This is an optimization exercise on Yosys and OpenROAD, whose aim is small area, a short achievable clock period and few clock cycles per item, not a production implementation.
Only simulation tests tie the RTL to the original design; equivalence was not proved.

==> flow/design.v (outline; a module is shown in full before it is edited, if it fits) <==
// module vn_sqrt_cell: 71 lines
// module vn_sumsq: 5724 lines
// module vn_div_cell: 25 lines
// module vector3_normalize_core: 277 lines
module vector3_normalize_core (
	input  logic              clk,
	input  logic              arst_n,
	input  logic              vec_valid,
	output logic              vec_ready,
	input  logic signed [23:0] vec_in_x,
	input  logic signed [23:0] vec_in_y,
	input  logic signed [23:0] vec_in_z,
	output logic              res_valid,
	input  logic              res_ready,
	output logic signed [17:0] res_unit_x,
	output logic signed [17:0] res_unit_y,
	output logic signed [17:0] res_unit_z,
	output logic [23:0]       res_magnitude,
	output logic              res_zero_vector
);
  // ...
==> flow/flow/run.sh <==
#!/bin/bash
set -euo pipefail
bash standard.sh SETUP_SLACK_MARGIN=8 finish > standard.log 2>&1
==> flow/standard.sh <==
#!/bin/bash
# synth_recipe.tcl (not shown) runs the flow's synth.tcl, then flattens the netlist and writes it again
# the make line also repeats each setting of config.mk as NAME=value (left out here)
make -C /OpenROAD-flow-scripts/flow DESIGN_CONFIG=/design/flow/config.mk WORK_HOME=/design/flow/orfs CLKGATE_MAP_FILE= SYNTH_SCRIPT=/design/flow/synth_recipe.tcl "${@:-finish}"
==> flow/config.mk <==
export PLATFORM = sky130hd
export DESIGN_NAME = vector3_normalize_core
export DESIGN_NICKNAME = vector3_normalize_core
export VERILOG_FILES = /design/flow/design.v
export SDC_FILE = /design/flow/constraint.sdc
export NUM_CORES = 4
export LEC_CHECK = 0
export ABC_CLOCK_PERIOD_IN_PS = 3500
export CAP_MARGIN = 20
export CORE_MARGIN = 2
export CORE_UTILIZATION = 60
export SLEW_MARGIN = 20
==> flow/constraint.sdc <==
create_clock -name core_clock -period 12.0 [get_ports {clk}]
set_input_delay 2.4000 -clock core_clock [delete_from_list [all_inputs] [get_ports {clk}]]
set_output_delay 2.4000 -clock core_clock [all_outputs]
set_load 0.01 [all_outputs]
==> metrics.md, run 1 <==
| Metric | Value |
|---|---|
| Initial antenna violation count | 53 |
| Grt peak-use layer | met2 |
| RSZ-0062 raised after global routing | yes |
| CLK BUF | 442 |
| Via density per instance | 6.444 |
| Worst Setup End Kind | output port |
| Fillers | 31.42k |
| Share of cells above drive strength 1 | 0.1004 |
| Synth Register Bits | 3576 |
| Setup Skew | 0.08930 ns |
| Multi-input gates | 17.25k |
| DRC viols | 0 |
| Initial Utilization | 0.6028 |
| Die area | 416600 µm² |
| Worst r2r src | g_div[3].g_reg.rem_q[0] |
| Non-clock inverters | 1760 |
| Largest cell class by area | multi-input gates |
| FMAX | 246.6 MHz |
| Fin Setup TNS | 0 ns |
| Multi-input combinational area share | 0.4908 |
| DR top layer | met5 |
| NonClk Buf Share | 0.03120 |
| Met3 usage | 0.07907 |
| Clk Latency, worst-skew pair | 1.03 ns |
| Worst Hold End | g_sqrt[1].g_reg.a_q[51] |
| Status | finished clean |
| Adder-cell share of the synthesized area | 0.1782 |
| CP Class | flop to output port |
| Sink Count | 3576 |
| Chip Height | 645.5 µm |
| GR Layer Usage met2 | 0.5668 |
| Clock slew at reported path FFs | 0.06 ns |
Testbench counts, summed over its fixed seeds: cycles 8,096, items 8,000.
==> module vn_sqrt_cell, before the edit <==
module vn_sqrt_cell #(
	parameter int J = 0
) (
	input  logic [24:0] r_i,
	input  logic [3:0]  n4_i,
	input  logic [23:0] q_i,
	input  logic [25:0] u_i,
	output logic [24:0] r_o,
	output logic [23:0] q_o,
	output logic [25:0] u_o,
	output logic [25:0] m3_o
);
	localparam int QW = 2 * J;           
	localparam int W  = 2 * J + 6;       
	logic [W-1:0] r4, t1, t2, t3, e1, e2, e3;
	logic         b1, b2, b3;
	logic [1:0]   d;
	logic [25:0]  um, up;
	always_comb begin
		r4 = '0;
		t1 = '0;
		t2 = '0;
		t3 = '0;
		for (int i = 0; i < 2 * J + 1; i++) r4[i+4] = r_i[i];
		r4[3:0] = n4_i;
		t1[2:0] = 3'b001;
		for (int i = 0; i < QW; i++) t1[i+3] = q_i[i];
		t2[3:0] = 4'b0100;
		for (int i = 0; i < QW; i++) t2[i+4] = q_i[i];
		t3[2:0] = 3'b001;
		for (int i = 0; i < QW + 2 && i + 3 < W; i++) t3[i+3] = u_i[i];
		{b1, e1} = {1'b0, r4} - {1'b0, t1};
		{b2, e2} = {1'b0, r4} - {1'b0, t2};
		{b3, e3} = {1'b0, r4} - {1'b0, t3};
		um = u_i - 26'd1;
		up = u_i + 26'd1;
		r_o = '0;
		q_o = '0;
		u_o = '0;
		for (int i = 0; i < QW; i++) q_o[i+2] = q_i[i];
		if (!b3) begin
			d = 2'd3;
			for (int i = 0; i < 2 * J + 3; i++) r_o[i] = e3[i];
			u_o[1:0] = 2'b10;
			for (int i = 0; i < QW + 2; i++) u_o[i+2] = up[i];
		end else if (!b2) begin
			d = 2'd2;
			for (int i = 0; i < 2 * J + 3; i++) r_o[i] = e2[i];
			u_o[1:0] = 2'b11;
			for (int i = 0; i < QW + 2; i++) u_o[i+2] = u_i[i];
		end else if (!b1) begin
			d = 2'd1;
			for (int i = 0; i < 2 * J + 3; i++) r_o[i] = e1[i];
			u_o[1:0] = 2'b00;
			for (int i = 0; i < QW + 2; i++) u_o[i+2] = u_i[i];
		end else begin
			d = 2'd0;
			for (int i = 0; i < 2 * J + 3; i++) r_o[i] = r4[i];
			u_o[1:0] = 2'b01;
			for (int i = 0; i < QW + 2; i++) u_o[i+2] = um[i];
		end
		q_o[1:0] = d;
		m3_o = '0;
		case (d)
			2'd3: begin m3_o[1:0] = 2'b01; for (int i = 0; i < QW + 2; i++) m3_o[i+2] = up[i]; end
			2'd2: begin m3_o[1:0] = 2'b10; for (int i = 0; i < QW + 2; i++) m3_o[i+2] = u_i[i]; end
			2'd1: begin m3_o[1:0] = 2'b11; for (int i = 0; i < QW + 2; i++) m3_o[i+2] = um[i]; end
			default: begin m3_o[1:0] = 2'b00; for (int i = 0; i < QW + 2; i++) m3_o[i+2] = um[i]; end
		endcase
	end
endmodule
==> module vn_div_cell, before the edit <==
module vn_div_cell (
	input  logic [23:0] m_i,
	input  logic [25:0] m3_i,
	input  logic [23:0] rem_i,
	output logic [23:0] rem_o,
	output logic [1:0]  d_o
);
	logic [25:0] w, d1, d2, d3;
	logic        b1, b2, b3;
	always_comb begin
		w = {rem_i, 2'b00};
		{b1, d1} = {1'b0, w} - {3'b000, m_i};
		{b2, d2} = {1'b0, w} - {2'b00, m_i, 1'b0};
		{b3, d3} = {1'b0, w} - {1'b0, m3_i};
		if (!b3) begin
			d_o = 2'd3; rem_o = d3[23:0];
		end else if (!b2) begin
			d_o = 2'd2; rem_o = d2[23:0];
		end else if (!b1) begin
			d_o = 2'd1; rem_o = d1[23:0];
		end else begin
			d_o = 2'd0; rem_o = w[23:0];
		end
	end
endmodule
==> inputs of run 2 (changes only) <==
--- a/flow/design.v
+++ b/flow/design.v
@@ -14,7 +14,13 @@
 	localparam int W  = 2 * J + 6;       
 	logic [W-1:0] r4, t1, t2, t3, e1, e2, e3;
-	logic         b1, b2, b3;
+	logic         g1, g2, g3, b1, b2, b3;
 	logic [1:0]   d;
 	logic [25:0]  um, up;
+	vn_sub #(.W(W)) u_s1 (.a(r4), .b(t1), .d(e1), .ge(g1));
+	vn_sub #(.W(W)) u_s2 (.a(r4), .b(t2), .d(e2), .ge(g2));
+	vn_sub #(.W(W)) u_s3 (.a(r4), .b(t3), .d(e3), .ge(g3));
+	assign b1 = !g1;
+	assign b2 = !g2;
+	assign b3 = !g3;
 	always_comb begin
 		r4 = '0;
@@ -30,7 +36,6 @@
 		t3[2:0] = 3'b001;
 		for (int i = 0; i < QW + 2 && i + 3 < W; i++) t3[i+3] = u_i[i];
-		{b1, e1} = {1'b0, r4} - {1'b0, t1};
-		{b2, e2} = {1'b0, r4} - {1'b0, t2};
-		{b3, e3} = {1'b0, r4} - {1'b0, t3};
+	end
+	always_comb begin
 		um = u_i - 26'd1;
 		up = u_i + 26'd1;
@@ -5802,15 +5807,15 @@
 );
 	logic [25:0] w, d1, d2, d3;
-	logic        b1, b2, b3;
+	logic        g1, g2, g3;
+	assign w = {rem_i, 2'b00};
+	vn_sub #(.W(26)) u_s1 (.a(w), .b({2'b00, m_i}),      .d(d1), .ge(g1));
+	vn_sub #(.W(26)) u_s2 (.a(w), .b({1'b0, m_i, 1'b0}), .d(d2), .ge(g2));
+	vn_sub #(.W(26)) u_s3 (.a(w), .b(m3_i),              .d(d3), .ge(g3));
 	always_comb begin
-		w = {rem_i, 2'b00};
-		{b1, d1} = {1'b0, w} - {3'b000, m_i};
-		{b2, d2} = {1'b0, w} - {2'b00, m_i, 1'b0};
-		{b3, d3} = {1'b0, w} - {1'b0, m3_i};
-		if (!b3) begin
+		if (g3) begin
 			d_o = 2'd3; rem_o = d3[23:0];
-		end else if (!b2) begin
+		end else if (g2) begin
 			d_o = 2'd2; rem_o = d2[23:0];
-		end else if (!b1) begin
+		end else if (g1) begin
 			d_o = 2'd1; rem_o = d1[23:0];
 		end else begin
@@ -5819,4 +5824,37 @@
 	end
 endmodule
+module vn_sub #(
+	parameter int W = 26
+) (
+	input  logic [W-1:0] a,
+	input  logic [W-1:0] b,
+	output logic [W-1:0] d,
+	output logic         ge
+);
+	localparam int L = (W > 32) ? 6 : (W > 16) ? 5 : (W > 8) ? 4 : (W > 4) ? 3 : (W > 2) ? 2 : 1;
+	logic [W-1:0]       g0, p0;
+	logic [(L+1)*W-1:0] G, P;
+	logic [W:0]         c;
+	assign g0 = a & ~b;
+	assign p0 = ~(a ^ b);
+	assign G[W-1:0] = g0 | (p0 & {{(W-1){1'b0}}, 1'b1});
+	assign P[W-1:0] = p0 & {{(W-1){1'b1}}, 1'b0};
+	for (genvar l = 0; l < L; l++) begin : g_l
+		for (genvar i = 0; i < W; i++) begin : g_i
+			if ((i >> l) % 2 == 1) begin : g_op
+				localparam int J = ((i >> l) << l) - 1;
+				assign G[(l+1)*W+i] = G[l*W+i] | (P[l*W+i] & G[l*W+J]);
+				assign P[(l+1)*W+i] = P[l*W+i] & P[l*W+J];
+			end else begin : g_pass
+				assign G[(l+1)*W+i] = G[l*W+i];
+				assign P[(l+1)*W+i] = P[l*W+i];
+			end
+		end
+	end
+	assign c[0]   = 1'b1;
+	assign c[W:1] = G[L*W +: W];
+	assign d      = p0 ^ c[W-1:0];
+	assign ge     = c[W];
+endmodule
 module vector3_normalize_core (
 	input  logic              clk,
==> run 2 against run 1 <==
- highest routed layer unchanged
- hold slack better by 0.044 ns
- critical endpoint is now g_sqrt[0].g_reg.r_q[0]
- via count shrank 12%
- clock skew decreased by 0.015 ns
- sequential share of layout area is 1.6 points higher
==> metrics.md, run 2 <==
| Metric | Value |
|---|---|
| Status | finished clean |
| Setup Skew | 0.07478 ns (-0.01452 ns) |
| Clk buf depth | 4 |
| Clock slew at reported path FFs | 0.07 ns (about the same) |
| Dominant cells by area after synthesis | edfxtp_1 (44%), ha_1 (12%), fa_1 (9.4%), xnor2_1 (3.4%), inv_1 (2.7%) |
| Routed WL | 738.6 mm |
| Top post-synthesis cells by count | edfxtp_1 (3448), ha_1 (2216), inv_1 (1692) |
| Vias in the first global route | 161.0k |
| First-pass GRT wire length | 1063 mm |
| CTS tree | done |
| Post-synth EDFFs | 3448 |
| Die area | 399000 µm² (-4.2%) |
| Fin nets | 24.78k |
| Gpl congestion | 0.9821 |
| Max-slew violations | 0 |
| Fin Setup TNS | 0 ns (unchanged) |
| Hold path cells | 0 |
| Dominant cell type by area after synthesis | edfxtp_1 |
| Most frequent cells in the layout | edfxtp_1 (3448), ha_1 (2182), inv_1 (1569), nand2_1 (1246), fa_1 (1107) |
| Asr flop ratio synth | 0.01370 |
| Tot GR Track Use | 0.3609 |
| Number of synthesis warnings | 15 |
| Overflow left after global routing | 0 |
| Largest regs | g_sqrt.g_reg.a_q x864, g_div.g_reg.rem_q x504, g_sqrt.g_reg.n_q x264 |
| Final std cells w/o fill | 26.97k |
| DRC viols | 0 (unchanged) |
| Top Ports | 157 |
| Slew HR | 0.1524 |
| RSZ-0062 raised after global routing | yes |
| Worst Reg-to-Reg Cells | 15 |
| Largest Register | g_sqrt.g_reg.a_q |
| Adder-cell share of the synthesized area | 0.2111 (+0.03285) |
| Chip Height | 631.6 µm (-2.1%) |
| Top-count cell post-synth | edfxtp_1 |
| Most common cell after layout, fill and taps aside | edfxtp_1 |
| Post-synthesis simple-gate area fraction | 0.09758 |
| Largest register FFs | 864 |
| Vias | 168.9k |
| Xor/xnor share of the synthesized area | 0.05528 |
| Share of cells above drive strength 1 | 0.1119 (+0.01150) |
| Syn_area_per_cell | 11.50 µm² |
| Dominant synthesized flop cell | edfxtp_1 |
| Row cnt | 230 |
| Initial antenna violation count | 40 (-25%) |
| Actual slew at the worst max-slew pin | 1.263 ns |
| Register area share after synthesis | 0.4499 |
| Synth Area in Compound Gates | 0.1330 |
| Pre-CTS WS | 6.682 ns |
| Cell Area, Placed | 244800 µm² |
| Synthesized area | 236400 µm² |
| Startpoint Class | flop |
| First-pass DRT Iterations | 8 |
| FMAX | 237.0 MHz (-3.9%) |
| Via density per instance | 6.263 (-2.8%) |
| IO Port Bufs | 156 |
| Post-layout util | 0.6802 |
| Total core area | 392200 µm² |
| Hpwl dp | 543.6 mm |
| Initial Utilization | 0.6026 (about the same) |
| Setup violations, final | 0 |
| CP arrival | 4.93 ns |
| Synth top area share | 0.4380 |
| Yosys cell types | 124 |
| Final hold vios | 0 |
| Final period utilization | 0.3516 |
| Gate Count Post-Synth | 20.55k |
| WHS | 0.3952 ns |
| Post-Syn Nets | 23.95k |
| H-tree depth | 5 |
| Initial DRC Count | 18.32k |
| CTS root buffer | clkbuf_16 |
| Worst Path Required | 12.71 ns |
| Mux share of post-synthesis cell area | 0.01644 |
| Fin crit period | 4.219 ns |
| Area growth from synthesis to layout | 12.87% |
| Clk Latency, worst-skew pair | 1.00 ns (-0.03 ns) |
| Worst Setup End Kind | flop |
| Chip width | 631.6 µm |
| Final Worst Setup Slack | 7.781 ns |
| Max-cap check violation count | 0 |
| Largest family of logic cells by synthesized area | adder cells |
| ANT nets after route | 0 |
| Synth Register Bits | 3576 (unchanged) |
| Placed insts | 25.61k |
| Pin count of the biggest net entering global routing | 172 |
| CP Max Fanout | 6 |
| CP Class | flop to flop |
| Min-Delay Path Class | flop to flop |
| Final cell area excluding filler cells | 266800 µm² |
| Drt wl/cell | 27.39 µm |
| Sink Count | 3576 (unchanged) |
| Cts bufs inserted | 378 |
-- run 2: changes by cell type after synthesis, moves of 103 or more --
cell      change
nor2_1      -283
o21ai_1     +233
nand2b_1    -119
xor2_1      -128
o21ai_0     -598
nand2_1     -381
clkbuf_1    -103
o211ai_1    -179
a21oi_1     -599
xnor2_1     -159
fa_1        +288
-- run 2: critical path, stage by stage (launching register included) --
cell,delay (ns)
edfxtp_1,0.40
ha_1,0.44
nand2_1,0.11
nor2_1,0.10
a221oi_4,0.29
o21ai_4,0.15
a221o_2,0.46
o41a_4,0.41
a311oi_4,0.33
nor3b_4,0.09
a221oi_4,0.30
xor2_2,0.13
ha_2,0.21
nand2_2,0.07
nand4_1,0.21
xor2_1,0.21
-- run 2: per-layer routing --
layer / part of all wire / track usage / wire (µm) / vias to the layer above
li1: - / - / - / 76478
met1: 0.40 / 0.4975 / 298100 / 82531
met2: 0.43 / 0.5402 / 317900 / 8088
met3: 0.097 / 0.06720 / 71940 / 1788
met4: 0.069 / 0.2033 / 50630 / 10
met5: 0.000092 / 0 / 68 / -
-- run 2: kinds of logic (layout without fill, tap and decap cells) --
logic type,count (synthesis),after routing
muxes,372,372
other,0,50
AOI/OAI and AO/OA,4810,4832
and+or+nand+nor,4694,4699
DFF,3576,3576
adders and majority gates,3323,3323
buffers and inverters,2281,3403
xor gates and xnor gates,1491,1491
-- run 2: path summary, 6_finish.rpt --
path	start	end	slack, ns
worst max-delay path	u_sumsq.r2791	g_sqrt[0].g_reg.r_q[0]	7.78
worst min-delay path	g_sqrt[10].g_reg.a_q[71]	g_sqrt[11].g_reg.a_q[71]	0.40
worst max register to register	u_sumsq.r2791	g_sqrt[0].g_reg.r_q[0]	7.78
worst min register to register	g_sqrt[10].g_reg.a_q[71]	g_sqrt[11].g_reg.a_q[71]	0.40
max in group asynchronous	arst_n	s_cp_q[6]	9.52
min in group asynchronous	arst_n	s_cp_q[14]	1.33
-- run 2: what timing repair did --
| action | CTS | global route |
|---|---|---|
| cloned | 26 | 23 |
| hold buffers | 0 | 0 |
| resized for setup | 801 | 481 |
| endpoints found under the setup margin | 847 | 661 |
| setup buffers | 304 | 254 |
| pin swaps | 95 | 171 |
-- run 2: cell type report --
cell class	count	area, µm²
Fill cell	29495	125400
Multi-Input combinational cell	14717	125300
Sequential cell	3576	106400
Clock buffer	465	9960
Timing Repair Buffer	994	9169
Inverter	1710	6787
Tap cell	5220	6531
Clock inverter	233	2545
Antenna cell	50	125.1
Timing Repair inverter	1	7.507
Testbench counts of run 2, summed over its fixed seeds: cycles 8,096, items 8,000.

## re-timing with driven ports
The flow's constraints put no driver on any port. The routed layouts listed below were extracted and timed again, unchanged, in two steps.
Step 1: set_driving_cell puts a clkbuf_16 on clk and a buf_2 on each other input, an assumption about the parent block.
Step 2 times the ports against the registers' clock, not the clock port: input delays grow and output delays shrink by t, the midpoint of the rising clock arrivals with the driver on.
a / b / c = ideal / step 1 / step 2; a / b = the first two.
run	t, ns	setup WS [ns]	worst hold slack (ns)	worst setup path after step 2	pins driven straight from the clock port
run 1	1.115	7.945 / 7.820 / 7.444	0.351 / 0.351 / 0.351	input to register	1
run 2	1.093	7.781 / 7.781 / 7.315	0.395 / 0.395 / 0.395	input to register	1
After both steps setup and hold are still met in every run listed. The setup slack of run 1, which loses most, moves by -0.125 ns with the drivers and by -0.501 ns with both steps.
